Source: an optimization exercise on an open RTL-to-GDS flow (aim: small area, a short achievable clock period and few clock cycles per item). Production flows keep margins and buffers that such runs may drop.
Only simulation tests tie the RTL to the original design; equivalence was not proved.
No activity file was given, so power comes from the tool's default toggle rates.

File: flow/config.mk
export PLATFORM = sky130hd
export DESIGN_NAME = stft_magnitude_spectrogram
export DESIGN_NICKNAME = stft_magnitude_spectrogram
export VERILOG_FILES = /design/flow/design.v
export SDC_FILE = /design/flow/constraint.sdc
export NUM_CORES = 4
export LEC_CHECK = 0
export CAP_MARGIN = 20
export CELL_PAD_IN_SITES_DETAIL_PLACEMENT = 1
export CORE_MARGIN = 2
export CORE_UTILIZATION = 45
export PLACE_DENSITY = 0.55
export SLEW_MARGIN = 20
File: flow/constraint.sdc
create_clock -name core_clock -period 15.0 [get_ports {clock}]
set_input_delay 3.0000 -clock core_clock [delete_from_list [all_inputs] [get_ports {clock}]]
set_output_delay 3.0000 -clock core_clock [all_outputs]
set_load 0.01 [all_outputs]
File: flow/design.v
package stft_pkg;
   localparam int FRAME_DEFAULT = 64;
   localparam int SAMPLE_W      = 16;
   localparam int BIN_W         = 6;
   localparam int MAG_W         = 16;
   localparam int FIDX_W        = 16;
   localparam int HOP_W         = 7;
   localparam int CPX_W         = 24;
   localparam logic [HOP_W-1:0] HOP_RESET = 7'd16;
   typedef struct packed {
      logic signed [CPX_W-1:0] re;
      logic signed [CPX_W-1:0] im;
   } cplx_type;
   function automatic logic [16:0] win_val(input logic [5:0] i);
      case (i)
         6'd0: win_val = 17'd0;
         6'd1: win_val = 17'd81;
         6'd2: win_val = 17'd325;
         6'd3: win_val = 17'd728;
         6'd4: win_val = 17'd1287;
         6'd5: win_val = 17'd1995;
         6'd6: win_val = 17'd2847;
         6'd7: win_val = 17'd3833;
         6'd8: win_val = 17'd4944;
         6'd9: win_val = 17'd6169;
         6'd10: win_val = 17'd7495;
         6'd11: win_val = 17'd8909;
         6'd12: win_val = 17'd10398;
         6'd13: win_val = 17'd11947;
         6'd14: win_val = 17'd13539;
         6'd15: win_val = 17'd15160;
         6'd16: win_val = 17'd16792;
         6'd17: win_val = 17'd18421;
         6'd18: win_val = 17'd20030;
         6'd19: win_val = 17'd21602;
         6'd20: win_val = 17'd23123;
         6'd21: win_val = 17'd24576;
         6'd22: win_val = 17'd25948;
         6'd23: win_val = 17'd27225;
         6'd24: win_val = 17'd28394;
         6'd25: win_val = 17'd29444;
         6'd26: win_val = 17'd30364;
         6'd27: win_val = 17'd31145;
         6'd28: win_val = 17'd31780;
         6'd29: win_val = 17'd32261;
         6'd30: win_val = 17'd32585;
         6'd31: win_val = 17'd32748;
         6'd32: win_val = 17'd32748;
         6'd33: win_val = 17'd32585;
         6'd34: win_val = 17'd32261;
         6'd35: win_val = 17'd31780;
         6'd36: win_val = 17'd31145;
         6'd37: win_val = 17'd30364;
         6'd38: win_val = 17'd29444;
         6'd39: win_val = 17'd28394;
         6'd40: win_val = 17'd27225;
         6'd41: win_val = 17'd25948;
         6'd42: win_val = 17'd24576;
         6'd43: win_val = 17'd23123;
         6'd44: win_val = 17'd21602;
         6'd45: win_val = 17'd20030;
         6'd46: win_val = 17'd18421;
         6'd47: win_val = 17'd16792;
         6'd48: win_val = 17'd15160;
         6'd49: win_val = 17'd13539;
         6'd50: win_val = 17'd11947;
         6'd51: win_val = 17'd10398;
         6'd52: win_val = 17'd8909;
         6'd53: win_val = 17'd7495;
         6'd54: win_val = 17'd6169;
         6'd55: win_val = 17'd4944;
         6'd56: win_val = 17'd3833;
         6'd57: win_val = 17'd2847;
         6'd58: win_val = 17'd1995;
         6'd59: win_val = 17'd1287;
         6'd60: win_val = 17'd728;
         6'd61: win_val = 17'd325;
         6'd62: win_val = 17'd81;
         6'd63: win_val = 17'd0;
         default: win_val = 17'd0;
      endcase
   endfunction
   function automatic logic signed [15:0] cos_val(input logic [4:0] i);
      case (i)
         5'd0: cos_val = 16'd32767;
         5'd1: cos_val = 16'd32610;
         5'd2: cos_val = 16'd32138;
         5'd3: cos_val = 16'd31357;
         5'd4: cos_val = 16'd30274;
         5'd5: cos_val = 16'd28899;
         5'd6: cos_val = 16'd27246;
         5'd7: cos_val = 16'd25330;
         5'd8: cos_val = 16'd23170;
         5'd9: cos_val = 16'd20788;
         5'd10: cos_val = 16'd18205;
         5'd11: cos_val = 16'd15447;
         5'd12: cos_val = 16'd12540;
         5'd13: cos_val = 16'd9512;
         5'd14: cos_val = 16'd6393;
         5'd15: cos_val = 16'd3212;
         5'd16: cos_val = 16'd0;
         5'd17: cos_val = 16'd62324;
         5'd18: cos_val = 16'd59143;
         5'd19: cos_val = 16'd56024;
         5'd20: cos_val = 16'd52996;
         5'd21: cos_val = 16'd50089;
         5'd22: cos_val = 16'd47331;
         5'd23: cos_val = 16'd44748;
         5'd24: cos_val = 16'd42366;
         5'd25: cos_val = 16'd40206;
         5'd26: cos_val = 16'd38290;
         5'd27: cos_val = 16'd36637;
         5'd28: cos_val = 16'd35262;
         5'd29: cos_val = 16'd34179;
         5'd30: cos_val = 16'd33398;
         5'd31: cos_val = 16'd32926;
         default: cos_val = 16'd0;
      endcase
   endfunction
   function automatic logic signed [15:0] sin_val(input logic [4:0] i);
      case (i)
         5'd0: sin_val = 16'd0;
         5'd1: sin_val = 16'd3212;
         5'd2: sin_val = 16'd6393;
         5'd3: sin_val = 16'd9512;
         5'd4: sin_val = 16'd12540;
         5'd5: sin_val = 16'd15447;
         5'd6: sin_val = 16'd18205;
         5'd7: sin_val = 16'd20788;
         5'd8: sin_val = 16'd23170;
         5'd9: sin_val = 16'd25330;
         5'd10: sin_val = 16'd27246;
         5'd11: sin_val = 16'd28899;
         5'd12: sin_val = 16'd30274;
         5'd13: sin_val = 16'd31357;
         5'd14: sin_val = 16'd32138;
         5'd15: sin_val = 16'd32610;
         5'd16: sin_val = 16'd32767;
         5'd17: sin_val = 16'd32610;
         5'd18: sin_val = 16'd32138;
         5'd19: sin_val = 16'd31357;
         5'd20: sin_val = 16'd30274;
         5'd21: sin_val = 16'd28899;
         5'd22: sin_val = 16'd27246;
         5'd23: sin_val = 16'd25330;
         5'd24: sin_val = 16'd23170;
         5'd25: sin_val = 16'd20788;
         5'd26: sin_val = 16'd18205;
         5'd27: sin_val = 16'd15447;
         5'd28: sin_val = 16'd12540;
         5'd29: sin_val = 16'd9512;
         5'd30: sin_val = 16'd6393;
         5'd31: sin_val = 16'd3212;
         default: sin_val = 16'd0;
      endcase
   endfunction
   function automatic logic [71:0] tw_bc(input logic [4:0] i);
      case (i)
         5'd0: tw_bc = 72'h400005000000000000;
         5'd1: tw_bc = 72'h40558e069c6814d548;
         5'd2: tw_bc = 72'h42ac6e0b1031195015;
         5'd3: tw_bc = 72'h42e429389370aadab0;
         5'd4: tw_bc = 72'h55620e341028a45008;
         5'd5: tw_bc = 72'h54118d228255a08b71;
         5'd6: tw_bc = 72'h56e5462150a9a3118d;
         5'd7: tw_bc = 72'h58d14e241348b45a68;
         5'd8: tw_bc = 72'h2adc0e2adc0eb89406;
         5'd9: tw_bc = 72'h24134858d14eca9046;
         5'd10: tw_bc = 72'h2150a956e546c4ac4e;
         5'd11: tw_bc = 72'h22825554118dc450a9;
         5'd12: tw_bc = 72'h34102855620ec72a06;
         5'd13: tw_bc = 72'h38937042e429c0ac0d;
         5'd14: tw_bc = 72'h0b103142ac6ec0e556;
         5'd15: tw_bc = 72'h069c6840558ec01c86;
         5'd16: tw_bc = 72'h000000400005c00001;
         5'd17: tw_bc = 72'h14d54840558ec01c86;
         5'd18: tw_bc = 72'h19501542ac6ec0e556;
         5'd19: tw_bc = 72'haadab042e429c0ac0d;
         5'd20: tw_bc = 72'ha4500855620ec72a06;
         5'd21: tw_bc = 72'ha08b7154118dc450a9;
         5'd22: tw_bc = 72'ha3118d56e546c4ac4e;
         5'd23: tw_bc = 72'hb45a6858d14eca9046;
         5'd24: tw_bc = 72'hb894062adc0eb89406;
         5'd25: tw_bc = 72'hca9046241348b45a68;
         5'd26: tw_bc = 72'hc4ac4e2150a9a3118d;
         5'd27: tw_bc = 72'hc450a9228255a08b71;
         5'd28: tw_bc = 72'hc72a06341028a45008;
         5'd29: tw_bc = 72'hc0ac0d389370aadab0;
         5'd30: tw_bc = 72'hc0e5560b1031195015;
         5'd31: tw_bc = 72'hc01c86069c6814d548;
         default: tw_bc = 72'h0;
      endcase
   endfunction
   function automatic logic [23:0] win_bc(input logic [5:0] i);
      case (i)
         6'd0: win_bc = 24'h000000;
         6'd1: win_bc = 24'h000241;
         6'd2: win_bc = 24'h001209;
         6'd3: win_bc = 24'h00dab0;
         6'd4: win_bc = 24'h009015;
         6'd5: win_bc = 24'h010a6d;
         6'd6: win_bc = 24'h06d085;
         6'd7: win_bc = 24'h045031;
         6'd8: win_bc = 24'h04d240;
         6'd9: win_bc = 24'h0b00b1;
         6'd10: win_bc = 24'h0a9215;
         6'd11: win_bc = 24'h38da69;
         6'd12: win_bc = 24'h371c86;
         6'd13: win_bc = 24'h345b6d;
         6'd14: win_bc = 24'h34918d;
         6'd15: win_bc = 24'h22d230;
         6'd16: win_bc = 24'h202cb0;
         6'd17: win_bc = 24'h210149;
         6'd18: win_bc = 24'h246206;
         6'd19: win_bc = 24'h24858e;
         6'd20: win_bc = 24'h2ae24d;
         6'd21: win_bc = 24'h580000;
         6'd22: win_bc = 24'h5892a8;
         6'd23: win_bc = 24'h56e2b1;
         6'd24: win_bc = 24'h54516e;
         6'd25: win_bc = 24'h54d008;
         6'd26: win_bc = 24'h555ca8;
         6'd27: win_bc = 24'h432b71;
         6'd28: win_bc = 24'h428388;
         6'd29: win_bc = 24'h406009;
         6'd30: win_bc = 24'h405271;
         6'd31: win_bc = 24'h400168;
         6'd32: win_bc = 24'h400168;
         6'd33: win_bc = 24'h405271;
         6'd34: win_bc = 24'h406009;
         6'd35: win_bc = 24'h428388;
         6'd36: win_bc = 24'h432b71;
         6'd37: win_bc = 24'h555ca8;
         6'd38: win_bc = 24'h54d008;
         6'd39: win_bc = 24'h54516e;
         6'd40: win_bc = 24'h56e2b1;
         6'd41: win_bc = 24'h5892a8;
         6'd42: win_bc = 24'h580000;
         6'd43: win_bc = 24'h2ae24d;
         6'd44: win_bc = 24'h24858e;
         6'd45: win_bc = 24'h246206;
         6'd46: win_bc = 24'h210149;
         6'd47: win_bc = 24'h202cb0;
         6'd48: win_bc = 24'h22d230;
         6'd49: win_bc = 24'h34918d;
         6'd50: win_bc = 24'h345b6d;
         6'd51: win_bc = 24'h371c86;
         6'd52: win_bc = 24'h38da69;
         6'd53: win_bc = 24'h0a9215;
         6'd54: win_bc = 24'h0b00b1;
         6'd55: win_bc = 24'h04d240;
         6'd56: win_bc = 24'h045031;
         6'd57: win_bc = 24'h06d085;
         6'd58: win_bc = 24'h010a6d;
         6'd59: win_bc = 24'h009015;
         6'd60: win_bc = 24'h00dab0;
         6'd61: win_bc = 24'h001209;
         6'd62: win_bc = 24'h000241;
         6'd63: win_bc = 24'h000000;
         default: win_bc = 24'h0;
      endcase
   endfunction
   localparam logic [23:0] BC_32767 = 24'h400005;
   localparam logic [23:0] BC_23170 = 24'h2adc0e;
endpackage
module stft_ram #(
   parameter int WIDTH = 16,
   parameter int DEPTH = 64
) (
   input  logic                     clock,
   input  logic                     wr_en,
   input  logic [$clog2(DEPTH)-1:0] wr_addr,
   input  logic [WIDTH-1:0]         wr_data,
   input  logic [$clog2(DEPTH)-1:0] rd_addr,
   output logic [WIDTH-1:0]         rd_data
);
   logic [WIDTH-1:0] mem_ff [DEPTH];
   logic [WIDTH-1:0] rd_data_ff;
   always_ff @(posedge clock) begin
      if (wr_en) mem_ff[wr_addr] <= wr_data;
      rd_data_ff <= mem_ff[rd_addr];
   end
   assign rd_data = rd_data_ff;
endmodule
module stft_booth #(
   parameter int XW = 16,
   parameter int YW = 16,
   parameter int W  = XW + YW,
   parameter int NR = YW / 2 + 1
) (
   input  logic [XW-1:0]   x,
   input  logic [YW-1:0]   y,
   output logic [NR*W-1:0] rows
);
   localparam int ND = YW / 2;
   always_comb begin
      logic [YW:0]   yy;
      logic [2:0]    t;
      logic          neg, one, two, pn;
      logic [XW:0]   m, p;
      logic [W-1:0]  r;
      yy = {y, 1'b0};
      t   = yy[2:0];
      neg = t[2] & ~(t[1] & t[0]);
      one = t[1] ^ t[0];
      two = (t[2] & ~t[1] & ~t[0]) | (~t[2] & t[1] & t[0]);
      m   = one ? {x[XW-1], x} : (two ? {x, 1'b0} : '0);
      p   = m ^ {(XW + 1){neg}};
      r   = '0;
      r[XW+2:0] = {~p[XW], p[XW], p[XW], p[XW-1:0]};
      rows[W-1:0] = r;
      pn  = neg;
      for (int k = 1; k < ND; k++) begin
         t   = yy[2*k +: 3];
         neg = t[2] & ~(t[1] & t[0]);
         one = t[1] ^ t[0];
         two = (t[2] & ~t[1] & ~t[0]) | (~t[2] & t[1] & t[0]);
         m   = one ? {x[XW-1], x} : (two ? {x, 1'b0} : '0);
         p   = m ^ {(XW + 1){neg}};
         r   = '0;
         r[XW+3:0] = {1'b1, ~p[XW], p[XW-1:0], 1'b0, pn};
         rows[k*W +: W] = r << (2 * k - 2);
         pn  = neg;
      end
      r = '0;
      r[0] = pn;
      rows[ND*W +: W] = r << (2 * ND - 2);
   end
endmodule
module stft_boothc #(
   parameter int XW = 16,
   parameter int ND = 8,
   parameter int W  = XW + 2 * ND,
   parameter int NR = ND + 1
) (
   input  logic [XW-1:0]   x,
   input  logic [3*ND-1:0] bc,
   output logic [NR*W-1:0] rows
);
   always_comb begin
      logic          neg, one, two, pn;
      logic [XW:0]   m, p;
      logic [W-1:0]  r;
      neg = bc[2];
      two = bc[1];
      one = bc[0];
      m   = one ? {x[XW-1], x} : (two ? {x, 1'b0} : '0);
      p   = m ^ {(XW + 1){neg}};
      r   = '0;
      r[XW+2:0] = {~p[XW], p[XW], p[XW], p[XW-1:0]};
      rows[W-1:0] = r;
      pn  = neg;
      for (int k = 1; k < ND; k++) begin
         neg = bc[3*k+2];
         two = bc[3*k+1];
         one = bc[3*k];
         m   = one ? {x[XW-1], x} : (two ? {x, 1'b0} : '0);
         p   = m ^ {(XW + 1){neg}};
         r   = '0;
         r[XW+3:0] = {1'b1, ~p[XW], p[XW-1:0], 1'b0, pn};
         rows[k*W +: W] = r << (2 * k - 2);
         pn  = neg;
      end
      r = '0;
      r[0] = pn;
      rows[ND*W +: W] = r << (2 * ND - 2);
   end
endmodule
module stft_dot2c #(
   parameter int XW = 16,
   parameter int W  = XW + 16
) (
   input  logic [XW-1:0] x1,
   input  logic [23:0]   c1,
   input  logic [XW-1:0] x2,
   input  logic [23:0]   c2,
   output logic [W-1:0]  qs,
   output logic [W-1:0]  qc
);
   logic [9*W-1:0] r1, r2;
   stft_boothc #(.XW(XW), .W(W)) u_b1 (.x(x1), .bc(c1), .rows(r1));
   stft_boothc #(.XW(XW), .W(W)) u_b2 (.x(x2), .bc(c2), .rows(r2));
   stft_csa #(.N(18), .W(W)) u_csa (.rows({r2, r1}), .s(qs), .c(qc));
endmodule
module stft_mul1c #(
   parameter int XW = 16,
   parameter int W  = XW + 16
) (
   input  logic [XW-1:0] x,
   input  logic [23:0]   c,
   input  logic [W-1:0]  k,
   output logic [W-1:0]  qs,
   output logic [W-1:0]  qc
);
   logic [9*W-1:0] r1;
   stft_boothc #(.XW(XW), .W(W)) u_b1 (.x(x), .bc(c), .rows(r1));
   stft_csa #(.N(10), .W(W)) u_csa (.rows({k, r1}), .s(qs), .c(qc));
endmodule
module stft_csa #(
   parameter int N = 18,
   parameter int W = 32
) (
   input  logic [N*W-1:0] rows,
   output logic [W-1:0]   s,
   output logic [W-1:0]   c
);
   if (N == 1) begin : g_one
      assign s = rows[W-1:0];
      assign c = '0;
   end else if (N == 2) begin : g_two
      assign s = rows[W-1:0];
      assign c = rows[2*W-1:W];
   end else begin : g_lvl
      localparam int T = N / 3;
      localparam int R = N % 3;
      localparam int M = 2 * T + R;
      logic [M*W-1:0] nxt;
      for (genvar i = 0; i < T; i++) begin : g_fa
         logic [W-1:0] a, b, d, cy;
         assign a  = rows[(3*i)*W +: W];
         assign b  = rows[(3*i+1)*W +: W];
         assign d  = rows[(3*i+2)*W +: W];
         assign cy = (a & b) | (a & d) | (b & d);
         assign nxt[(2*i)*W +: W]   = a ^ b ^ d;
         assign nxt[(2*i+1)*W +: W] = {cy[W-2:0], 1'b0};
      end
      if (R > 0) begin : g_pass
         assign nxt[(2*T)*W +: R*W] = rows[(3*T)*W +: R*W];
      end
      stft_csa #(.N(M), .W(W)) u_next (.rows(nxt), .s(s), .c(c));
   end
endmodule
module stft_dot2 #(
   parameter int XW = 16,
   parameter int YW = 16,
   parameter int W  = XW + YW
) (
   input  logic [XW-1:0] x1,
   input  logic [YW-1:0] y1,
   input  logic [XW-1:0] x2,
   input  logic [YW-1:0] y2,
   output logic [W-1:0]  qs,
   output logic [W-1:0]  qc
);
   localparam int NR = YW / 2 + 1;
   logic [NR*W-1:0] r1, r2;
   stft_booth #(.XW(XW), .YW(YW), .W(W)) u_b1 (.x(x1), .y(y1), .rows(r1));
   stft_booth #(.XW(XW), .YW(YW), .W(W)) u_b2 (.x(x2), .y(y2), .rows(r2));
   stft_csa #(.N(2 * NR), .W(W)) u_csa (.rows({r2, r1}), .s(qs), .c(qc));
endmodule
module stft_mul1 #(
   parameter int XW = 16,
   parameter int YW = 16,
   parameter int W  = XW + YW
) (
   input  logic [XW-1:0] x,
   input  logic [YW-1:0] y,
   input  logic [W-1:0]  k,
   output logic [W-1:0]  qs,
   output logic [W-1:0]  qc
);
   localparam int NR = YW / 2 + 1;
   logic [NR*W-1:0] r1;
   stft_booth #(.XW(XW), .YW(YW), .W(W)) u_b1 (.x(x), .y(y), .rows(r1));
   stft_csa #(.N(NR + 1), .W(W)) u_csa (.rows({k, r1}), .s(qs), .c(qc));
endmodule
module stft_sdf #(
   parameter int D     = 2,
   parameter bit AREAL = 1'b0
) (
   input  logic               clock,
   input  logic               reset,
   input  logic               en,
   input  logic               in_v,
   input  logic [4:0]         in_t,
   input  logic               ph_b,
   input  logic [31:0]        u,
   input  logic signed [16:0] tr,
   input  logic signed [16:0] ti,
   input  logic               zr,
   input  logic               zi,
   output logic [31:0]        o,
   output logic               o_v,
   output logic [4:0]         o_t,
   output logic               n_v,
   output logic [4:0]         n_t
);
   logic [D*32-1:0] dl;
   logic [D-1:0]    dv;
   logic [D*5-1:0]  dt;
   logic signed [15:0] a_re;
   logic signed [15:0] a_im;
   logic signed [17:0] sa_re;
   logic signed [17:0] sa_im;
   logic signed [17:0] sb_re;
   logic signed [17:0] sb_im;
   logic [31:0]        dl_in;
   logic [31:0]        out;
   always_comb begin
      a_re  = dl[D*32-1 -: 16];
      a_im  = AREAL ? 16'sd0 : dl[D*32-17 -: 16];
      sa_re = 18'(a_re) + 18'(tr) + 18'sd1;
      sa_im = 18'(a_im) + 18'(ti) + 18'sd1;
      sb_re = 18'(a_re) - 18'(tr) + 18'({17'd0, zr});
      sb_im = 18'(a_im) - 18'(ti) + 18'({17'd0, zi});
      dl_in = ph_b ? {sb_re[16:1], sb_im[16:1]} : u;
      out   = ph_b ? {sa_re[16:1], sa_im[16:1]} : dl[D*32-1 -: 32];
   end
   if (D == 1) begin : g_d1
      always_ff @(posedge clock) begin
         if (en) begin
            dl <= dl_in;
            dt <= in_t;
         end
      end
      always_ff @(posedge clock) begin
         if (reset)   dv <= '0;
         else if (en) dv <= in_v;
      end
   end else begin : g_dn
      always_ff @(posedge clock) begin
         if (en) begin
            dl <= {dl[(D-1)*32-1:0], dl_in};
            dt <= {dt[(D-1)*5-1:0], in_t};
         end
      end
      always_ff @(posedge clock) begin
         if (reset)   dv <= '0;
         else if (en) dv <= {dv[D-2:0], in_v};
      end
   end
   assign n_t = dt[D*5-1 -: 5];
   assign n_v = dv[D-1];
   always_ff @(posedge clock) begin
      if (en) begin
         o   <= out;
         o_t <= n_t;
      end
   end
   always_ff @(posedge clock) begin
      if (reset)   o_v <= 1'b0;
      else if (en) o_v <= dv[D-1];
   end
endmodule
module stft_rot #(
   parameter int S = 3
) (
   input  logic        clock,
   input  logic        reset,
   input  logic        en,
   input  logic        in_v,
   input  logic [4:0]  in_t,
   input  logic [4:0]  in_nt,
   input  logic [31:0] in_d,
   output logic        m_v,
   output logic [4:0]  m_t,
   output logic        m_b,
   output logic [35:0] m_d
);
   logic [4:0]         widx;
   logic [71:0]        bcq;
   logic signed [15:0] re;
   logic signed [15:0] im;
   logic [31:0]        rs_c, rc_c, is_c, ic_c;
   logic               ph;
   logic               r_v, r_b;
   logic [4:0]         r_t;
   logic [31:0]        r_sr, r_cr, r_si, r_ci;
   logic [31:0]        t_r, t_i;
   always_comb begin
      widx = 5'((in_nt & 5'((1 << S) - 1)) << (5 - S));
      re   = in_d[31:16];
      im   = in_d[15:0];
      ph   = in_v && in_t[S];
   end
   always_ff @(posedge clock) begin
      if (en) bcq <= stft_pkg::tw_bc(widx);
   end
   stft_dot2c u_dr (.x1(re), .c1(bcq[71:48]), .x2(im), .c2(bcq[47:24]), .qs(rs_c), .qc(rc_c));
   stft_dot2c u_di (.x1(im), .c1(bcq[71:48]), .x2(re), .c2(bcq[23:0]), .qs(is_c), .qc(ic_c));
   always_ff @(posedge clock) begin
      if (en) begin
         r_t  <= in_t;
         r_b  <= ph;
         r_sr <= ph ? rs_c : in_d;
         r_cr <= rc_c;
         r_si <= is_c;
         r_ci <= ic_c;
      end
   end
   always_comb begin
      t_r = r_sr + r_cr;
      t_i = r_si + r_ci;
   end
   always_ff @(posedge clock) begin
      if (en) begin
         m_t <= r_t;
         m_b <= r_b;
         if (r_b) m_d <= {t_r[31:15], (t_r[14:0] == 15'd0), t_i[31:15], (t_i[14:0] == 15'd0)};
         else     m_d <= {r_sr, 4'd0};
      end
   end
   always_ff @(posedge clock) begin
      if (reset) begin
         r_v <= 1'b0;
         m_v <= 1'b0;
      end else if (en) begin
         r_v <= in_v;
         m_v <= r_v;
      end
   end
endmodule
module stft_dly #(
   parameter int D = 4,
   parameter int W = 32
) (
   input  logic         clock,
   input  logic         reset,
   input  logic         en,
   input  logic         in_v,
   input  logic [4:0]   in_t,
   input  logic [W-1:0] in_d,
   output logic         o_v,
   output logic [4:0]   o_t,
   output logic [W-1:0] o_d,
   output logic         n_v,
   output logic [4:0]   n_t
);
   logic [D-1:0]   sv;
   logic [D*5-1:0] st;
   logic [D*W-1:0] sd;
   always_ff @(posedge clock) begin
      if (en) begin
         sd <= {sd[(D-1)*W-1:0], in_d};
         st <= {st[(D-1)*5-1:0], in_t};
      end
   end
   always_ff @(posedge clock) begin
      if (reset)   sv <= '0;
      else if (en) sv <= {sv[D-2:0], in_v};
   end
   assign o_v = sv[D-1];
   assign o_t = st[D*5-1 -: 5];
   assign o_d = sd[D*W-1 -: W];
   assign n_v = sv[D-2];
   assign n_t = st[(D-1)*5-1 -: 5];
endmodule
module stft_rot2 #(
   parameter int S = 3
) (
   input  logic        clock,
   input  logic        reset,
   input  logic        en,
   input  logic        e_v,
   input  logic [4:0]  e_t,
   input  logic        e_nv,
   input  logic [4:0]  e_nt,
   input  logic [31:0] e_d,
   input  logic        o_v,
   input  logic [4:0]  o_t,
   input  logic        o_nv,
   input  logic [4:0]  o_nt,
   input  logic [31:0] o_d,
   output logic        me_v,
   output logic [4:0]  me_t,
   output logic        me_b,
   output logic [35:0] me_d,
   output logic        mo_v,
   output logic [4:0]  mo_t,
   output logic        mo_b,
   output logic [35:0] mo_d
);
   logic [4:0]         ntw;
   logic [4:0]         widx;
   logic [71:0]        bcq;
   logic               ph_e, ph_o;
   logic [31:0]        xd;
   logic signed [15:0] re;
   logic signed [15:0] im;
   logic [31:0]        rs_c, rc_c, is_c, ic_c;
   logic               r_ve, r_vo, r_be, r_bo;
   logic [4:0]         r_te, r_to;
   logic [31:0]        r_ue, r_uo;
   logic [31:0]        r_sr, r_cr, r_si, r_ci;
   logic [31:0]        t_r, t_i;
   logic [35:0]        tq;
   always_comb begin
      ntw  = (o_nv && o_nt[S]) ? o_nt : e_nt;
      widx = 5'((ntw & 5'((1 << S) - 1)) << (5 - S));
      ph_e = e_v && e_t[S];
      ph_o = o_v && o_t[S];
      xd   = ph_o ? o_d : e_d;
      re   = xd[31:16];
      im   = xd[15:0];
   end
   always_ff @(posedge clock) begin
      if (en) bcq <= stft_pkg::tw_bc(widx);
   end
   stft_dot2c u_dr (.x1(re), .c1(bcq[71:48]), .x2(im), .c2(bcq[47:24]), .qs(rs_c), .qc(rc_c));
   stft_dot2c u_di (.x1(im), .c1(bcq[71:48]), .x2(re), .c2(bcq[23:0]), .qs(is_c), .qc(ic_c));
   always_ff @(posedge clock) begin
      if (en) begin
         r_te <= e_t;
         r_to <= o_t;
         r_be <= ph_e;
         r_bo <= ph_o;
         r_ue <= e_d;
         r_uo <= o_d;
         r_sr <= rs_c;
         r_cr <= rc_c;
         r_si <= is_c;
         r_ci <= ic_c;
      end
   end
   always_comb begin
      t_r = r_sr + r_cr;
      t_i = r_si + r_ci;
      tq  = {t_r[31:15], (t_r[14:0] == 15'd0), t_i[31:15], (t_i[14:0] == 15'd0)};
   end
   assign me_v = r_ve;
   assign me_t = r_te;
   assign me_b = r_be;
   assign me_d = r_be ? tq : {r_ue, 4'd0};
   assign mo_v = r_vo;
   assign mo_t = r_to;
   assign mo_b = r_bo;
   assign mo_d = r_bo ? tq : {r_uo, 4'd0};
   always_ff @(posedge clock) begin
      if (reset) begin
         r_ve <= 1'b0;
         r_vo <= 1'b0;
      end else if (en) begin
         r_ve <= e_v;
         r_vo <= o_v;
      end
   end
endmodule
module stft_magnitude_spectrogram (
   input  logic                              clock,
   input  logic                              reset,
   input  logic                              req_valid,
   output logic                              req_ready,
   input  logic signed [stft_pkg::SAMPLE_W-1:0] req_sample,
   input  logic                              req_clip_start,
   output logic                              rsp_valid,
   input  logic                              rsp_ready,
   output logic [stft_pkg::BIN_W-1:0]        rsp_bin_index,
   output logic [stft_pkg::MAG_W-1:0]        rsp_magnitude,
   output logic [stft_pkg::FIDX_W-1:0]       rsp_frame_index,
   output logic                              rsp_last_bin,
   input  logic                              csr_valid,
   output logic                              csr_ready,
   input  logic [stft_pkg::HOP_W-1:0]        csr_hop_size
);
   localparam int FRAME = 64;
   function automatic logic [23:0] benc(input logic [15:0] y);
      logic [16:0] yy;
      logic [2:0]  t;
      yy = {y, 1'b0};
      for (int k = 0; k < 8; k++) begin
         t = yy[2*k +: 3];
         benc[3*k+2] = t[2] & ~(t[1] & t[0]);
         benc[3*k+1] = (t[2] & ~t[1] & ~t[0]) | (~t[2] & t[1] & t[0]);
         benc[3*k]   = t[1] ^ t[0];
      end
   endfunction
   function automatic logic [4:0] rev5(input logic [4:0] x);
      rev5 = {x[0], x[1], x[2], x[3], x[4]};
   endfunction
   logic        rdy_ff;
   logic        h_v, t_v;
   logic [15:0] h_s, t_s;
   logic        h_c, t_c;
   logic [6:0]  h_h, t_h;
   logic [6:0]  hop_ff;
   logic        push_in;
   logic        proc;
   assign req_ready = rdy_ff;
   assign csr_ready = 1'b1;
   assign push_in   = req_valid && rdy_ff;
   always_ff @(posedge clock) begin
      if (reset) begin
         hop_ff <= stft_pkg::HOP_RESET;
         rdy_ff <= 1'b1;
         h_v    <= 1'b0;
         t_v    <= 1'b0;
      end else begin
         if (csr_valid) hop_ff <= csr_hop_size;
         if (proc) begin
            if (t_v) begin
               h_s <= t_s; h_c <= t_c; h_h <= t_h;
               t_v <= push_in;
               if (push_in) begin
                  t_s <= req_sample; t_c <= req_clip_start; t_h <= hop_ff;
               end
            end else if (push_in) begin
               h_s <= req_sample; h_c <= req_clip_start; h_h <= hop_ff;
            end else begin
               h_v <= 1'b0;
            end
         end else if (push_in) begin
            if (!h_v) begin
               h_v <= 1'b1;
               h_s <= req_sample; h_c <= req_clip_start; h_h <= hop_ff;
            end else begin
               t_v <= 1'b1;
               t_s <= req_sample; t_c <= req_clip_start; t_h <= hop_ff;
            end
         end
         rdy_ff <= (2'(h_v) + 2'(t_v) + 2'(push_in) - 2'(proc)) < 2'd2;
      end
   end
   logic [5:0]  wp_ff;
   logic [6:0]  fill_ff;
   logic [6:0]  hcnt_ff;
   logic [15:0] frame_ff;
   logic [6:0]  fill_base, hop_base, fill_inc, hc_inc, hop_eff, fill_in, hcnt_in;
   logic [15:0] frame_base;
   logic        fire;
   always_comb begin
      fill_base  = h_c ? 7'd0 : fill_ff;
      hop_base   = h_c ? 7'd0 : hcnt_ff;
      frame_base = h_c ? 16'd0 : frame_ff;
      fill_inc   = fill_base + 7'd1;
      hc_inc     = hop_base + 7'd1;
      if (h_h == 7'd0)       hop_eff = 7'd1;
      else if (h_h > 7'd64)  hop_eff = 7'd64;
      else                   hop_eff = h_h;
      if (fill_base < 7'd64) begin
         fill_in = fill_inc;
         fire    = (fill_inc == 7'd64);
         hcnt_in = fire ? 7'd0 : hop_base;
      end else begin
         fill_in = fill_base;
         fire    = (hc_inc >= hop_eff);
         hcnt_in = fire ? 7'd0 : hc_inc;
      end
   end
   logic        adv;           
   logic        pend;          
   logic [5:0]  pend_base;
   logic [15:0] pend_fidx;
   logic        rd_act;
   logic [5:0]  tau;           
   logic [5:0]  rd_base;
   logic [2:0]  fq_wp, fq_rp;
   logic [15:0] fq [4];
   logic        issue;
   logic        start;
   logic [5:0]  jw;
   logic [4:0]  rj;
   logic        freed;
   logic        can_write;
   always_comb begin
      issue     = adv && rd_act && !tau[5];
      jw        = wp_ff - rd_base;
      rj        = rev5(jw[5:1]);
      freed     = !rd_act || tau[5] || (rj < tau[4:0]) || ((rj == tau[4:0]) && issue);
      can_write = !pend && freed;
      proc      = h_v && can_write;
      start     = pend && ((fq_wp - fq_rp) != 3'd4) && (!rd_act || (tau[5] && adv));
   end
   always_ff @(posedge clock) begin
      if (reset) begin
         wp_ff    <= '0;
         fill_ff  <= '0;
         hcnt_ff  <= '0;
         frame_ff <= '0;
         pend     <= 1'b0;
         rd_act   <= 1'b0;
         fq_wp    <= '0;
      end else begin
         if (proc) begin
            wp_ff   <= wp_ff + 6'd1;
            fill_ff <= fill_in;
            hcnt_ff <= hcnt_in;
            if (fire) begin
               pend      <= 1'b1;
               pend_base <= wp_ff + 6'd1;
               pend_fidx <= frame_base;
               frame_ff  <= frame_base + 16'd1;
            end else begin
               frame_ff  <= frame_base;
            end
         end
         if (adv && rd_act) begin
            tau <= tau + 6'd1;
            if (tau[5]) rd_act <= 1'b0;
         end
         if (start) begin
            pend         <= 1'b0;
            rd_act       <= 1'b1;
            tau          <= '0;
            rd_base      <= pend_base;
            fq[fq_wp[1:0]] <= pend_fidx;
            fq_wp        <= fq_wp + 3'd1;
         end
      end
   end
   logic [15:0] ring_e [32];
   logic [15:0] ring_o [32];
   logic [15:0] rd_e_q, rd_o_q;
   logic        rd_sw_q;
   logic        r_v;
   logic [4:0]  r_t;
   logic [4:0]  m_rd;
   logic [4:0]  ai_o, ai_e;
   always_comb begin
      m_rd = rev5(tau[4:0]);
      ai_o = rd_base[5:1] + m_rd;
      ai_e = rd_base[5:1] + m_rd + 5'(rd_base[0]);
   end
   always_ff @(posedge clock) begin
      if (proc) begin
         if (wp_ff[0]) ring_o[wp_ff[5:1]] <= h_s;
         else          ring_e[wp_ff[5:1]] <= h_s;
      end
   end
   always_ff @(posedge clock) begin
      if (adv) begin
         rd_e_q  <= ring_e[ai_e];
         rd_o_q  <= ring_o[ai_o];
         rd_sw_q <= rd_base[0];
         r_t     <= tau[4:0];
      end
   end
   always_ff @(posedge clock) begin
      if (reset)    r_v <= 1'b0;
      else if (adv) r_v <= issue;
   end
   logic signed [15:0] s_e, s_o;
   logic [5:0]         wi_e, wi_o;
   logic [23:0]        bw_e, bw_o;
   logic [31:0]        ps_e, pc_e, ps_o, pc_o;
   logic [31:0]        wq_se, wq_ce, wq_so, wq_co;
   logic [31:0]        p_e, p_o;
   logic signed [15:0] x_e, x_o;
   logic               wq_v;
   logic [4:0]         wq_t;
   logic               w_v;
   logic [4:0]         w_t;
   always_comb begin
      s_e  = rd_sw_q ? rd_o_q : rd_e_q;
      s_o  = rd_sw_q ? rd_e_q : rd_o_q;
      wi_e = {rev5(tau[4:0]), 1'b0};
      wi_o = {rev5(tau[4:0]), 1'b1};
   end
   always_ff @(posedge clock) begin
      if (adv) begin
         bw_e <= stft_pkg::win_bc(wi_e);
         bw_o <= stft_pkg::win_bc(wi_o);
      end
   end
   stft_mul1c u_we (.x(s_e), .c(bw_e), .k(32'd16384), .qs(ps_e), .qc(pc_e));
   stft_mul1c u_wo (.x(s_o), .c(bw_o), .k(32'd16384), .qs(ps_o), .qc(pc_o));
   always_ff @(posedge clock) begin
      if (adv) begin
         wq_se <= ps_e;
         wq_ce <= pc_e;
         wq_so <= ps_o;
         wq_co <= pc_o;
         wq_t  <= r_t;
      end
   end
   always_comb begin
      p_e = wq_se + wq_ce;
      p_o = wq_so + wq_co;
   end
   always_ff @(posedge clock) begin
      if (adv) begin
         x_e <= p_e[30:15];
         x_o <= p_o[30:15];
         w_t <= wq_t;
      end
   end
   always_ff @(posedge clock) begin
      if (reset) begin
         wq_v <= 1'b0;
         w_v  <= 1'b0;
      end else if (adv) begin
         wq_v <= r_v;
         w_v  <= wq_v;
      end
   end
   logic signed [15:0] xo4;
   logic               wv4;
   logic [4:0]         wt4;
   stft_dly #(.D(4), .W(16)) u_dx (
      .clock (clock), .reset (reset), .en (adv),
      .in_v  (w_v), .in_t (w_t), .in_d (x_o),
      .o_v   (wv4), .o_t (wt4), .o_d (xo4), .n_v (), .n_t ()
   );
   logic [1:0]       p1_v, p1_nv;
   logic [1:0][4:0]  p1_t, p1_nt;
   logic [1:0][31:0] p1_d;
   for (genvar gp = 0; gp < 2; gp++) begin : g_path
      logic signed [15:0] xb;
      logic               iv;
      logic [4:0]         it;
      logic signed [15:0] d0;
      logic signed [16:0] t0;
      logic               z0;
      logic signed [17:0] s0a, s0b;
      logic               ph0;
      logic signed [15:0] o0;
      logic               o0_v;
      logic [4:0]         o0_t;
      logic               d0v;
      logic [4:0]         d0t;
      assign xb = (gp == 0) ? x_e : xo4;
      assign iv = (gp == 0) ? w_v : wv4;
      assign it = (gp == 0) ? w_t : wt4;
      always_comb begin
         ph0 = iv && it[0];
         t0  = 17'(xb) - 17'({16'd0, (xb > 16'sd0)});
         z0  = (xb == 16'sd0);
         s0a = 18'(d0) + 18'(t0) + 18'sd1;
         s0b = 18'(d0) - 18'(t0) + 18'({17'd0, z0});
      end
      always_ff @(posedge clock) begin
         if (adv) begin
            d0   <= ph0 ? s0b[16:1] : xb;
            o0   <= ph0 ? s0a[16:1] : d0;
            d0t  <= it;
            o0_t <= d0t;
         end
      end
      always_ff @(posedge clock) begin
         if (reset) begin
            d0v  <= 1'b0;
            o0_v <= 1'b0;
         end else if (adv) begin
            d0v  <= iv;
            o0_v <= d0v;
         end
      end
      logic               ph1;
      logic signed [16:0] t1r, t1i;
      logic               z1r, z1i;
      always_comb begin
         ph1 = o0_v && o0_t[1];
         if (!o0_t[0]) begin
            t1r = 17'(o0) - 17'({16'd0, (o0 > 16'sd0)});
            z1r = (o0 == 16'sd0);
            t1i = 17'sd0;
            z1i = 1'b1;
         end else begin
            t1r = 17'sd0;
            z1r = 1'b1;
            t1i = 17'sd0 - 17'(o0) - 17'({16'd0, (o0 < 16'sd0)});
            z1i = (o0 == 16'sd0);
         end
      end
      stft_sdf #(.D(2), .AREAL(1'b1)) u_s1 (
         .clock (clock), .reset (reset), .en (adv),
         .in_v  (o0_v), .in_t (o0_t), .ph_b (ph1),
         .u     ({o0, 16'd0}),
         .tr    (t1r), .ti (t1i), .zr (z1r), .zi (z1i),
         .o     (p1_d[gp]), .o_v (p1_v[gp]), .o_t (p1_t[gp]), .n_v (p1_nv[gp]), .n_t (p1_nt[gp])
      );
   end
   logic        m2e_v, m2e_b, m2o_v, m2o_b;
   logic [4:0]  m2e_t, m2o_t;
   logic [35:0] m2e_d, m2o_d;
   stft_rot2 #(.S(2)) u_r2 (
      .clock (clock), .reset (reset), .en (adv),
      .e_v (p1_v[0]), .e_t (p1_t[0]), .e_nv (p1_nv[0]), .e_nt (p1_nt[0]), .e_d (p1_d[0]),
      .o_v (p1_v[1]), .o_t (p1_t[1]), .o_nv (p1_nv[1]), .o_nt (p1_nt[1]), .o_d (p1_d[1]),
      .me_v (m2e_v), .me_t (m2e_t), .me_b (m2e_b), .me_d (m2e_d),
      .mo_v (m2o_v), .mo_t (m2o_t), .mo_b (m2o_b), .mo_d (m2o_d)
   );
   logic [31:0] o2e_d, o2o_d, o2d_d;
   logic        o2e_v, o2e_nv, o2o_v, o2o_nv, o2d_v, o2d_nv;
   logic [4:0]  o2e_t, o2e_nt, o2o_t, o2o_nt, o2d_t, o2d_nt;
   stft_sdf #(.D(4)) u_s2e (
      .clock (clock), .reset (reset), .en (adv),
      .in_v  (m2e_v), .in_t (m2e_t), .ph_b (m2e_b),
      .u     (m2e_d[35:4]),
      .tr    (m2e_d[35:19]), .ti (m2e_d[17:1]), .zr (m2e_d[18]), .zi (m2e_d[0]),
      .o     (o2e_d), .o_v (o2e_v), .o_t (o2e_t), .n_v (o2e_nv), .n_t (o2e_nt)
   );
   stft_sdf #(.D(4)) u_s2o (
      .clock (clock), .reset (reset), .en (adv),
      .in_v  (m2o_v), .in_t (m2o_t), .ph_b (m2o_b),
      .u     (m2o_d[35:4]),
      .tr    (m2o_d[35:19]), .ti (m2o_d[17:1]), .zr (m2o_d[18]), .zi (m2o_d[0]),
      .o     (o2o_d), .o_v (o2o_v), .o_t (o2o_t), .n_v (o2o_nv), .n_t (o2o_nt)
   );
   stft_dly #(.D(4), .W(32)) u_d2 (
      .clock (clock), .reset (reset), .en (adv),
      .in_v  (o2o_v), .in_t (o2o_t), .in_d (o2o_d),
      .o_v   (o2d_v), .o_t (o2d_t), .o_d (o2d_d), .n_v (o2d_nv), .n_t (o2d_nt)
   );
   logic        m3e_v, m3e_b, m3o_v, m3o_b;
   logic [4:0]  m3e_t, m3o_t;
   logic [35:0] m3e_d, m3o_d;
   stft_rot2 #(.S(3)) u_r3 (
      .clock (clock), .reset (reset), .en (adv),
      .e_v (o2e_v), .e_t (o2e_t), .e_nv (o2e_nv), .e_nt (o2e_nt), .e_d (o2e_d),
      .o_v (o2d_v), .o_t (o2d_t), .o_nv (o2d_nv), .o_nt (o2d_nt), .o_d (o2d_d),
      .me_v (m3e_v), .me_t (m3e_t), .me_b (m3e_b), .me_d (m3e_d),
      .mo_v (m3o_v), .mo_t (m3o_t), .mo_b (m3o_b), .mo_d (m3o_d)
   );
   logic [31:0] o3e_d, o3o_d, o3d_d;
   logic        o3e_v, o3e_nv, o3o_v, o3o_nv, o3d_v, o3d_nv;
   logic [4:0]  o3e_t, o3e_nt, o3o_t, o3o_nt, o3d_t, o3d_nt;
   stft_sdf #(.D(8)) u_s3e (
      .clock (clock), .reset (reset), .en (adv),
      .in_v  (m3e_v), .in_t (m3e_t), .ph_b (m3e_b),
      .u     (m3e_d[35:4]),
      .tr    (m3e_d[35:19]), .ti (m3e_d[17:1]), .zr (m3e_d[18]), .zi (m3e_d[0]),
      .o     (o3e_d), .o_v (o3e_v), .o_t (o3e_t), .n_v (o3e_nv), .n_t (o3e_nt)
   );
   stft_sdf #(.D(8)) u_s3o (
      .clock (clock), .reset (reset), .en (adv),
      .in_v  (m3o_v), .in_t (m3o_t), .ph_b (m3o_b),
      .u     (m3o_d[35:4]),
      .tr    (m3o_d[35:19]), .ti (m3o_d[17:1]), .zr (m3o_d[18]), .zi (m3o_d[0]),
      .o     (o3o_d), .o_v (o3o_v), .o_t (o3o_t), .n_v (o3o_nv), .n_t (o3o_nt)
   );
   stft_dly #(.D(8), .W(32)) u_d3 (
      .clock (clock), .reset (reset), .en (adv),
      .in_v  (o3o_v), .in_t (o3o_t), .in_d (o3o_d),
      .o_v   (o3d_v), .o_t (o3d_t), .o_d (o3d_d), .n_v (o3d_nv), .n_t (o3d_nt)
   );
   logic        m4e_v, m4e_b, m4o_v, m4o_b;
   logic [4:0]  m4e_t, m4o_t;
   logic [35:0] m4e_d, m4o_d;
   stft_rot2 #(.S(4)) u_r4 (
      .clock (clock), .reset (reset), .en (adv),
      .e_v (o3e_v), .e_t (o3e_t), .e_nv (o3e_nv), .e_nt (o3e_nt), .e_d (o3e_d),
      .o_v (o3d_v), .o_t (o3d_t), .o_nv (o3d_nv), .o_nt (o3d_nt), .o_d (o3d_d),
      .me_v (m4e_v), .me_t (m4e_t), .me_b (m4e_b), .me_d (m4e_d),
      .mo_v (m4o_v), .mo_t (m4o_t), .mo_b (m4o_b), .mo_d (m4o_d)
   );
   logic [31:0] o4e_d, o4o_d, e4d_d;
   logic        o4o_v;
   logic [4:0]  o4o_t, o4o_nt;
   stft_sdf #(.D(16)) u_s4e (
      .clock (clock), .reset (reset), .en (adv),
      .in_v  (m4e_v), .in_t (m4e_t), .ph_b (m4e_b),
      .u     (m4e_d[35:4]),
      .tr    (m4e_d[35:19]), .ti (m4e_d[17:1]), .zr (m4e_d[18]), .zi (m4e_d[0]),
      .o     (o4e_d), .o_v (), .o_t (), .n_v (), .n_t ()
   );
   stft_sdf #(.D(16)) u_s4o (
      .clock (clock), .reset (reset), .en (adv),
      .in_v  (m4o_v), .in_t (m4o_t), .ph_b (m4o_b),
      .u     (m4o_d[35:4]),
      .tr    (m4o_d[35:19]), .ti (m4o_d[17:1]), .zr (m4o_d[18]), .zi (m4o_d[0]),
      .o     (o4o_d), .o_v (o4o_v), .o_t (o4o_t), .n_v (), .n_t (o4o_nt)
   );
   logic [16*32-1:0] e4_sh;
   always_ff @(posedge clock) begin
      if (adv) e4_sh <= {e4_sh[15*32-1:0], o4e_d};
   end
   assign e4d_d = e4_sh[16*32-1 -: 32];
   logic [63:0] p4_d;
   logic        p4_v;
   logic [4:0]  p4_t, p4_nt;
   assign p4_d  = {o4o_d, e4d_d};
   assign p4_v  = o4o_v;
   assign p4_t  = o4o_t;
   assign p4_nt = o4o_nt;
   logic signed [15:0] b5_re, b5_im;
   logic [71:0]        bc5;
   logic [31:0]        t5r, t5i;
   logic [31:0]        q5sr, q5cr, q5si, q5ci;
   logic               r5_v;
   logic [4:0]         r5_t;
   logic [31:0]        r5_a, r5_sr, r5_cr, r5_si, r5_ci;
   always_ff @(posedge clock) begin
      if (adv) bc5 <= stft_pkg::tw_bc(p4_nt);
   end
   stft_dot2c u_d5r (.x1(b5_re), .c1(bc5[71:48]), .x2(b5_im), .c2(bc5[47:24]), .qs(q5sr), .qc(q5cr));
   stft_dot2c u_d5i (.x1(b5_im), .c1(bc5[71:48]), .x2(b5_re), .c2(bc5[23:0]), .qs(q5si), .qc(q5ci));
   always_ff @(posedge clock) begin
      if (adv) begin
         r5_t  <= p4_t;
         r5_a  <= p4_d[31:0];
         r5_sr <= q5sr;
         r5_cr <= q5cr;
         r5_si <= q5si;
         r5_ci <= q5ci;
      end
   end
   always_ff @(posedge clock) begin
      if (reset)    r5_v <= 1'b0;
      else if (adv) r5_v <= p4_v;
   end
   always_comb begin
      t5r = r5_sr + r5_cr;
      t5i = r5_si + r5_ci;
   end
   logic               m5_v;
   logic [4:0]         m5_t;
   logic [31:0]        m5_a;
   logic signed [16:0] m5_tr, m5_ti;
   logic               m5_zr, m5_zi;
   assign m5_v  = r5_v;
   assign m5_t  = r5_t;
   assign m5_a  = r5_a;
   assign m5_tr = t5r[31:15];
   assign m5_ti = t5i[31:15];
   assign m5_zr = (t5r[14:0] == 15'd0);
   assign m5_zi = (t5i[14:0] == 15'd0);
   always_comb begin
      b5_re = p4_d[63:48];
      b5_im = p4_d[47:32];
   end
   logic signed [15:0] a5_re, a5_im;
   logic signed [17:0] s5a_re, s5a_im, s5b_re, s5b_im;
   logic [31:0]        x32;
   logic               x32_v;
   logic [31:0]        o5;
   logic               o5_v;
   logic [5:0]         o5_k;
   logic [31:0]        o5_n;
   logic [47:0]        o5_bc;
   assign o5_n = m5_v ? {s5a_re[16:1], s5a_im[16:1]} : x32;
   always_comb begin
      a5_re  = m5_a[31:16];
      a5_im  = m5_a[15:0];
      s5a_re = 18'(a5_re) + 18'(m5_tr) + 18'sd1;
      s5a_im = 18'(a5_im) + 18'(m5_ti) + 18'sd1;
      s5b_re = 18'(a5_re) - 18'(m5_tr) + 18'({17'd0, m5_zr});
      s5b_im = 18'(a5_im) - 18'(m5_ti) + 18'({17'd0, m5_zi});
   end
   always_ff @(posedge clock) begin
      if (adv) begin
         o5    <= o5_n;
         o5_bc <= {benc(o5_n[31:16]), benc(o5_n[15:0])};
         if (m5_v) begin
            o5_k <= {1'b0, m5_t};
            if (m5_t == 5'd0) x32 <= {s5b_re[16:1], s5b_im[16:1]};
         end else begin
            o5_k <= 6'd32;
         end
      end
   end
   always_ff @(posedge clock) begin
      if (reset) begin
         o5_v  <= 1'b0;
         x32_v <= 1'b0;
      end else if (adv) begin
         if (m5_v) begin
            o5_v <= 1'b1;
            if (m5_t == 5'd0) x32_v <= 1'b1;
         end else begin
            o5_v  <= x32_v;
            x32_v <= 1'b0;
         end
      end
   end
   logic signed [15:0] q_re, q_im;
   logic [31:0]        sq_n;
   logic [31:0]        sq_s, sq_c, gq_s, gq_c;
   logic               gq_v;
   logic [5:0]         gq_k;
   stft_dot2c u_sq (.x1(q_re), .c1(o5_bc[47:24]), .x2(q_im), .c2(o5_bc[23:0]), .qs(sq_s), .qc(sq_c));
   always_ff @(posedge clock) begin
      if (adv) begin
         gq_s <= sq_s;
         gq_c <= sq_c;
         gq_k <= o5_k;
      end
   end
   always_ff @(posedge clock) begin
      if (reset)    gq_v <= 1'b0;
      else if (adv) gq_v <= o5_v;
   end
   assign sq_n = gq_s + gq_c;
   always_comb begin
      q_re = o5[31:16];
      q_im = o5[15:0];
   end
   logic [7:0][31:0] rt_n;
   logic [7:0][15:0] rt_q;
   logic [7:0][19:0] rt_r;
   logic [7:0][5:0]  rt_k;
   logic [7:0]       rt_v;
   assign rt_n[0] = sq_n;
   assign rt_q[0] = '0;
   assign rt_r[0] = '0;
   assign rt_k[0] = gq_k;
   assign rt_v[0] = gq_v;
   for (genvar gs = 0; gs < 7; gs++) begin : g_root
      localparam int NIT = (gs < 2) ? 3 : 2;
      localparam int IT0 = (gs < 2) ? 3 * gs : (6 + 2 * (gs - 2));
      logic [15:0] q_c;
      logic [19:0] r_c;
      logic [19:0] trial;
      logic [20:0] dif;
      logic [15:0] q_f;
      logic [19:0] r_f;
      logic [5:0]  k_f;
      logic        v_f;
      logic [31:0] n_f;
      always_comb begin
         q_c = rt_q[gs];
         r_c = rt_r[gs];
         for (int it = 0; it < NIT; it++) begin
            r_c   = {r_c[17:0], rt_n[gs][31 - 2 * (IT0 + it) -: 2]} & ((20'd1 << (IT0 + it + 3)) - 20'd1);
            trial = {2'b00, q_c, 2'b01};
            dif   = {1'b0, r_c} - {1'b0, trial};
            if (!dif[20]) begin
               r_c = dif[19:0];
               q_c = {q_c[14:0], 1'b1};
            end else begin
               q_c = {q_c[14:0], 1'b0};
            end
            r_c = r_c & ((20'd1 << (IT0 + it + 2)) - 20'd1);
            q_c = q_c & ((16'd1 << (IT0 + it + 1)) - 16'd1);
         end
      end
      always_ff @(posedge clock) begin
         if (adv) begin
            q_f <= q_c;
            r_f <= r_c;
            k_f <= rt_k[gs];
            n_f <= rt_n[gs];
         end
      end
      always_ff @(posedge clock) begin
         if (reset)    v_f <= 1'b0;
         else if (adv) v_f <= rt_v[gs];
      end
      assign rt_q[gs+1] = q_f;
      assign rt_r[gs+1] = r_f;
      assign rt_k[gs+1] = k_f;
      assign rt_v[gs+1] = v_f;
      assign rt_n[gs+1] = n_f;
   end
   logic        push_o, pop_o;
   logic [15:0] mag_o;
   logic        last_o;
   logic [15:0] fidx_o;
   logic        rsp_valid_ff;
   logic [5:0]  rsp_bin_ff;
   logic [15:0] rsp_mag_ff;
   logic [15:0] rsp_fidx_ff;
   logic        rsp_last_ff;
   logic        sk_v;
   logic [5:0]  sk_bin;
   logic [15:0] sk_mag;
   logic [15:0] sk_fidx;
   logic        sk_last;
   assign adv = !sk_v;
   always_comb begin
      push_o = adv && rt_v[7];
      pop_o  = rsp_valid_ff && rsp_ready;
      mag_o  = rt_q[7] + 16'((rt_r[7] > 20'(rt_q[7])) ? 1 : 0);
      last_o = rt_k[7][5];
      fidx_o = fq[fq_rp[1:0]];
   end
   assign rsp_valid       = rsp_valid_ff;
   assign rsp_bin_index   = rsp_bin_ff;
   assign rsp_magnitude   = rsp_mag_ff;
   assign rsp_frame_index = rsp_fidx_ff;
   assign rsp_last_bin    = rsp_last_ff;
   always_ff @(posedge clock) begin
      if (!rsp_valid_ff || pop_o) begin
         if (sk_v) begin
            rsp_bin_ff  <= sk_bin;
            rsp_mag_ff  <= sk_mag;
            rsp_fidx_ff <= sk_fidx;
            rsp_last_ff <= sk_last;
         end else begin
            rsp_bin_ff  <= rt_k[7];
            rsp_mag_ff  <= mag_o;
            rsp_fidx_ff <= fidx_o;
            rsp_last_ff <= last_o;
         end
      end
      if (push_o) begin
         sk_bin  <= rt_k[7];
         sk_mag  <= mag_o;
         sk_fidx <= fidx_o;
         sk_last <= last_o;
      end
   end
   always_ff @(posedge clock) begin
      if (reset) begin
         rsp_valid_ff <= 1'b0;
         sk_v         <= 1'b0;
         fq_rp        <= '0;
      end else begin
         if (!rsp_valid_ff || pop_o) begin
            rsp_valid_ff <= sk_v || push_o;
            sk_v         <= 1'b0;
         end else if (push_o) begin
            sk_v <= 1'b1;
         end
         if (push_o && last_o) fq_rp <= fq_rp + 3'd1;
      end
   end
endmodule
File: flow/flow/run.sh
#!/bin/bash
set -uo pipefail
bash standard.sh SETUP_SLACK_MARGIN=10 finish > flow.log 2>&1
rc=$?
tail -40 flow.log
exit $rc
File: flow/standard.sh
#!/bin/bash
# synth_recipe.tcl (not shown) runs the flow's synth.tcl, then flattens the netlist and writes it again
# the make line also repeats each setting of config.mk as NAME=value (left out here)
make -C /OpenROAD-flow-scripts/flow DESIGN_CONFIG=/design/flow/config.mk WORK_HOME=/design/flow/orfs CLKGATE_MAP_FILE= SYNTH_SCRIPT=/design/flow/synth_recipe.tcl "${@:-finish}"
==> results of run 1 <==
-- power by group through the flow --
stage / Clock (mW) / Sequential, mW / Combinational (mW)
CTS: 17.7 / 27.2 / 46.7
finish: 17.2 / 27.2 / 51.6
global route: 18.3 / 27.5 / 55.8
floorplan: 0 / 26.3 / 25.2
global placement: 0 / 27.3 / 38.8
detailed placement: 0 / 27.4 / 40.2
-- worst min path at each step --
stage / start / end / slack [ns] / depth (start not counted)
detailed placement: e4_sh[2]$_DFFE_PN_ / e4_sh[34]$_DFFE_PN_ / 0.41 / 0
global route: e4_sh[116]$_DFFE_PN_ / e4_sh[148]$_DFFE_PN_ / 0.36 / 0
global placement: g_path[0].u_s1.dl[16]$_DFFE_PN_ / g_path[0].u_s1.dl[48]$_DFFE_PN_ / 0.40 / 0
finish: u_s2e.dt[14]$_DFFE_PN_ / u_r2.r_to[4]$_DFFE_PN_ / 0.36 / 0
CTS: u_s4e.dl[149]$_DFFE_PN_ / u_s4e.dl[181]$_DFFE_PN_ / 0.36 / 0
floorplan: u_s4e.o[0]$_DFFE_PN_ / e4_sh[0]$_DFFE_PN_ / 0.40 / 0
-- state kept, by name, summed over array words and instances, names as in the netlist, 59 cells and up, named ones only --
signal          cells
e4_sh             512
ring_e            512
ring_o            512
u_s4e.dl          512
u_s4o.dl          512
u_d3.sd           256
u_s3e.dl          256
u_s3o.dl          256
g_path.u_s1.dl    128
u_d2.sd           128
u_s2e.dl          128
u_s2o.dl          128
g_root.n_f         86
u_s4o.dt           80
g_root.r_f         76
g_root.q_f         69
fq                 64
g_path.u_s1.o      64
u_dx.sd            64
bc5                59
-- worst max-delay path, delay by kind of cell, from the launching register on --
kind | cells | cell delay, ns
buffers and inverters | 6 | 0.67
adder cells (fa/ha/maj) | 6 | 3.15
flip-flops | 1 | 0.43
AND/OR/NAND/NOR | 1 | 0.13
XOR/XNOR | 1 | 0.59
AO/OA/AOI/OAI | 1 | 0.25
multiplexers | 1 | 0.59
-- stage by stage --
step | utilization | area, sq um
after floorplan | - | 383000
after global placement | 0.468 | 397000
after detailed placement | 0.468 | 397000
after CTS | 0.524 | 444000
after global routing | 0.541 | 458000
final | 0.541 | 459000
-- per-layer routing --
layer / vias to the layer above / GRT usage / share of wire
met5: - / 0 / 0.00042
met4: 55 / 0.117 / 0.056
met3: 3143 / 0.0433 / 0.066
met2: 8681 / 0.431 / 0.47
met1: 130409 / 0.346 / 0.41
li1: 110317 / - / -
-- cell families (layout without fill, tap and decap cells) --
group	count (synthesis)	after routing	synth area share
compound gates	5131	5131	0.0837
xor+xnor	2975	2975	0.0681
fa+ha+maj	4808	4808	0.199
buf+inv	5163	7477	0.0507
flops	6387	6387	0.498
mux	1035	1060	0.0395
other cells	1	43	0.00000979
simple gates	5221	5232	0.0615
-- final cells by class --
type / instances / area (sq um) / area share
Tap cell: 11220 / 14000 / 0.0306
Inverter: 3767 / 14300 / 0.0312
Antenna cell: 42 / 105 / 0.000229
Clock inverter: 429 / 4820 / 0.0105
Clock buffer: 845 / 18200 / 0.0397
Sequential cell: 6387 / 191000 / 0.416
Timing Repair Buffer: 2435 / 23200 / 0.0506
Multi-Input combinational cell: 19207 / 193000 / 0.422
Timing Repair inverter: 1 / 5.00 / 0.0000109
-- placed cells by master, fill, tap and decap left out, drive strengths merged, types with 87 or more instances in the layout --
cell type	instances
edfxtp	6260
nor3	310
a31oi	106
nor2b	377
o21ai	1930
fa	2131
a21oi	873
nand2	2499
o31ai	87
mux4	340
ha	2673
nor2	980
and3	159
buf	2348
and2	108
nand3	206
mux2i	297
dfxtp	127
clkbuf	859
o21a	139
inv	3786
or3	104
clkinv	314
xnor2	1854
o21bai	130
mux2	423
nand2b	195
a22oi	717
xor2	1121
a21o	500
-- timing repair --
item | CTS | global route
endpoints found under the setup margin | 2106 | 1997
pin swaps | 1443 | 1401
cloned | 51 | 10
setup buffers | 1180 | 674
resized for setup | 3543 | 2052
==> impl_results.md, run 1 <==
* Post-DRT Antenna Nets at 0
* TritonRoute pass-1 iters at 14
* Via density at 5.70
* Vias in the first global route at 265,343
* Final-report hold violation count at 0
* Kind of critical path: register to register
* Static leakage at 190 nW
* GPL Wtd Cong at 0.939
* Worst Path Max Fanout at 5
* Share of cells above drive strength 1 at 0.231
* Final setup skew at 0.128 ns
* Dpl ws at 7.67 ns
* MaxCap Viol Count at 0
* Outcome: no timing/DRC/antenna violations
* Critical path launch point type: register
* Post-synthesis net count at 35,554
* Worst EP arrival at 7.00 ns
* Critical Path End Type: register
* Synth top cells by count: 6,260 x edfxtp_1, 3,750 x inv_1, 2,673 x ha_1
* Syn_area_per_cell at 12.5 sq um
* Fmax at 162 MHz
* Hold_buf cts at 0
* Min-Delay Path Class: register to register
* CTS Buf Count at 691
* Worst-Skew Late Latency at 1.19 ns
* Comb pwr share at 0.538
* Max-slew headroom at 0.160
* Synth warn at 12
* Antenna violations before repair at 87
* # IOs at 71
* Reg-to-reg slack, setup at 8.82 ns
* DP Wirelength at 775,000 um
* CP Capture Point: u_r4.r_sr[15]$_DFFE_PN_
* Actual slew at the worst max-slew pin at 1.25 ns
* Clk slew on worst S/H paths at 0.06 ns
* Sw Ratio at 0.402
* RR Startpoint: u_d3.st[39]$_DFFE_PN_
* Synth cell types at 103
* CP required at 15.83 ns
* Largest net degree at the start of global routing at 226
* Core box area at 848,000 sq um
* Clock buffer depth at 4
* First-pass GRT wire length at 1,720,000 um
* Die X-Extent at 926 um
* CTS HTree Levels at 6
* Unrepaired setup endpoints after global routing: true
* Clock root buffer: clkbuf_16
* Worst Reg-to-Reg Cells at 16
* Die Footprint at 858,000 sq um
* DR WL/cell at 26.8 um
* Final Power at 96.1 mW
* Initial Util at 0.452
* Sum Neg Setup Slack at 0 ns
* Share of the cycle needed by the critical path after routing at 0.412
* TritonCTS clock tree: built
* Port Buffers at 69
* Drt total wl at 1,190,000 um
* Power Dens Cells at 210 nW/um^2
* Post-synth ARST share at 0
* Placed cells at 41,094
* Synthesized cell area at 383,000 sq um
* Most common cell in the netlist: edfxtp_1
* Worst R2R End: u_r4.r_sr[15]$_DFFE_PN_
* CP Launch Point: u_d3.st[39]$_DFFE_PN_
* Final Non-Filler Cells at 44,333
* Fillers at 83,843
* Gr usage total at 0.263
* Post-synth EDFFs at 6,260
* Row cnt at 338
* Final worst slack at 8.82 ns
* Clk sinks at 6,387
* Cell taking the most area after synthesis: edfxtp_1
* Die Y at 926 um
* Minimum clock period at 6.18 ns
* # nets final at 37,323
* Clock power share at 0.179
* Vias at 252,605
* Iter 0 DRT Violations at 21,471
* Int Pwr at 57.5 mW
* GR Overflow Total at 0
* Final Max Slew Viols at 0
* Sequential area share after synthesis at 0.498
* Switch Pwr at 38.6 mW
* Main flop type after synthesis: edfxtp_1
* Slowest cell on the critical path: fa_1
* Crit-path cells: buf_12, nand2_8, buf_16, buf_16, mux2i_2, o21ai_0, xnor2_1, fa_1, fa_1, inv_2, fa_1, inv_2, fa_1, fa_1, inv_1, fa_2
* Area Overhead vs Synth at 19.8%
* Maximum VDD drop at 0.364 mV
* Most used cell, CP: fa_1
* Post-synth top area share at 0.491
* Setup violations, final at 0
* Syn Inst Count at 30,721
* Reg power frac at 0.283
* Synthesized flop and latch total at 6,387
* Largest cells by area after synthesis: edfxtp_1 49%, fa_1 11%, ha_1 8.7%, xnor2_1 4.2%, inv_1 3.7%
* Worst stage delay on the critical path at 0.62 ns
* Hold slack at 0.357 ns
* DRC at 0
Testbench counts, summed over its fixed seeds: cycles 3,318, frames 72.
==> inputs of run 2 (changes only) <==
--- a/flow/config.mk
+++ b/flow/config.mk
@@ -7,2 +7,3 @@
 export LEC_CHECK = 0
+export ABC_AREA = 1
 export CAP_MARGIN = 20
==> impl_results.md, run 2 <==
* Most used cell, CP: fa_1
* Sequential area share after synthesis at 0.489 (-0.00887)
* Outcome: no timing/DRC/antenna violations
* Die Footprint at 874,000 sq um (+1.8%)
* Synthesized cell area at 390,000 sq um (+1.8%)
* Clk slew on worst S/H paths at 0.06 ns (about the same)
* DR WL/cell at 25.4 um (-5.5%)
* Iter 0 DRT Violations at 23,337 (+8.7%)
* Via density at 5.56 (-2.5%)
* Max-slew headroom at 0.207 (+0.0467)
* Hold EP: g_root[5].k_f[4]$_DFFE_PN_
* Clock buffer depth at 4 (unchanged)
* First-pass GRT wire length at 1,840,000 um (+7.5%)
* Switch Pwr at 31.6 mW (-18%)
* Actual slew at the worst max-slew pin at 1.19 ns (-0.0644 ns)
* # IOs at 71 (unchanged)
* Clock power share at 0.215 (+0.036)
* Multiplexer share of the synthesized area at 0.00408 (-0.0354)
* Worst stage delay on the critical path at 0.58 ns (-0.04 ns)
* Synth Area in XOR/XNOR at 0.0620 (-0.00604)
* Gr usage total at 0.276 (+0.0130)
* DP Wirelength at 872,000 um (+13%)
* Worst R2R End: u_r4.r_si[10]$_DFFE_PN_
* CP required at 15.89 ns (+0.06 ns)
* Sum Neg Setup Slack at 0 ns (unchanged)
* Clk sinks at 6,387 (unchanged)
* Hold_buf cts at 0 (unchanged)
* Share of the cycle needed by the critical path after routing at 0.369 (-0.0426)
* Worst Reg-to-Reg Cells at 16 (unchanged)
* Int Pwr at 50.2 mW (-13%)
* Setup violations, final at 0 (unchanged)
* Unrepaired setup endpoints after global routing: true
* GPL Wtd Cong at 0.968 (+3.0%)
* Most common cell after layout, fill and taps aside: edfxtp_1
* Critical path launch point type: register
* Initial Util at 0.452 (about the same)
* Comb pwr share at 0.465 (-0.073)
* Post-synthesis adder-cell area fraction at 0.195 (-0.00365)
* MaxCap Viol Count at 0 (unchanged)
* Largest cells by area after synthesis: edfxtp_1 48%, fa_1 11%, ha_1 8.6%, xor2_1 5.6%, inv_1 5.4%
* Final-report hold violation count at 0 (unchanged)
* Post-synth top area share at 0.482 (-0.00875)
* RR Startpoint: u_r4.bcq[54]$_DFFE_PN_
* Most frequent cells in the layout: 6,260 x edfxtp_1, 5,055 x inv_1, 4,367 x nand2_1
* Post-synth ARST share at 0 (unchanged)
* Worst-Skew Late Latency at 1.20 ns (about the same)
* Final setup skew at 0.130 ns (+0.00160 ns)
* Final Max Slew Viols at 0 (unchanged)
* Placed cells at 46,829 (+14%)
-- run 2: changes by cell type after synthesis, sizes merged, moves of 974 or more --
cell   delta
nand2  +2290
o21ai  +1998
inv    +1928
xnor2  -1586
xor2   +1367
nor2    +974
-- run 2: routing by layer --
| layer | GRT usage | up-vias | routed length (um) |
|---|---|---|---|
| met4 | 0.132 | 20 | 75000 |
| li1 | - | 124316 | - |
| met2 | 0.452 | 8848 | 591000 |
| met1 | 0.365 | 140663 | 522000 |
| met5 | 0 | - | 125 |
| met3 | 0.0373 | 2927 | 74900 |
-- run 2: worst max path at each step --
stage / end / cells after the start / from
2_1_floorplan: bc5[11]$_DFFE_PN_ / 4 / sk_v$_SDFFE_PP0P_
3_3_place_gp: u_r4.r_si[17]$_DFFE_PN_ / 15 / u_d3.sv[7]$_SDFFE_PP0N_
3_5_place_dp: u_r4.r_si[17]$_DFFE_PN_ / 15 / u_d3.sv[7]$_SDFFE_PP0N_
4_1_cts: u_r4.r_sr[18]$_DFFE_PN_ / 14 / u_r4.bcq[48]$_DFFE_PN_
5_1_grt: u_r4.r_sr[10]$_DFFE_PN_ / 19 / u_d3.st[39]$_DFFE_PN_
6_report: u_r4.r_si[10]$_DFFE_PN_ / 16 / u_r4.bcq[54]$_DFFE_PN_
-- run 2: worst max-delay path, delay by kind of cell, from the launching register on --
kind / cells / cell delay (ns)
simple gates: 1 / 0.32
buf+inv: 7 / 0.95
compound gates: 1 / 0.14
fa+ha+maj: 6 / 3.09
xor+xnor: 1 / 0.18
flops: 1 / 0.56
-- run 2: power groups by stage --
stage                     clock (mW)  combinational [mW]  sequential (mW)
after global routing            18.6                42.4             26.4
after global placement             0                28.9             26.3
after detailed placement           0                30.0             26.4
final                           17.6                38.0             26.2
after CTS                       18.0                34.3             26.1
after floorplan                    0                19.9             25.4
-- run 2: final cells by class --
cell class	instances	area, sq um
well taps	11490	14400
repair inverters	38	314
clock buffers	826	18100
clock inverters	451	5380
diodes	22	55.1
inverters	5744	22700
multi-input cells	22668	190000
repair buffers	2182	21400
flip-flops and latches	6387	191000
fillers	90071	399000
-- run 2: what timing repair did --
item	4_1_cts	5_1_grt
gates cloned	59	27
pin swaps	616	960
setup buffers	947	644
resized for setup	3113	2532
endpoints found under the setup margin	2068	1493
-- run 2: kinds of logic after synthesis --
family                     Yosys count
AOI/OAI and AO/OA                 6824
xor gates and xnor gates          2756
adders and majority gates         4804
buffers and inverters             7096
DFF                               6387
muxes                              156
other                                1
and+or+nand+nor                   8124
-- run 2: stage by stage --
| stage | hold WS (ns) | power [mW] | cell area (sq um) |
|---|---|---|---|
| finish | 0.316 | 81.8 | 463000 |
| global route | 0.347 | 87.4 | 463000 |
| CTS | 0.333 | 78.5 | 447000 |
| detailed placement | 0.405 | 56.4 | 404000 |
| global placement | 0.400 | 55.2 | 404000 |
| floorplan | 0.400 | 45.4 | 390000 |

Check on run 2: ideal ports give 9.464 ns setup slack; a clkbuf_16 on the clock port and buf_2 on the inputs give 9.464 ns; moving port delays by the midpoint clock arrival (1.311 ns) as well gives 9.464 ns.
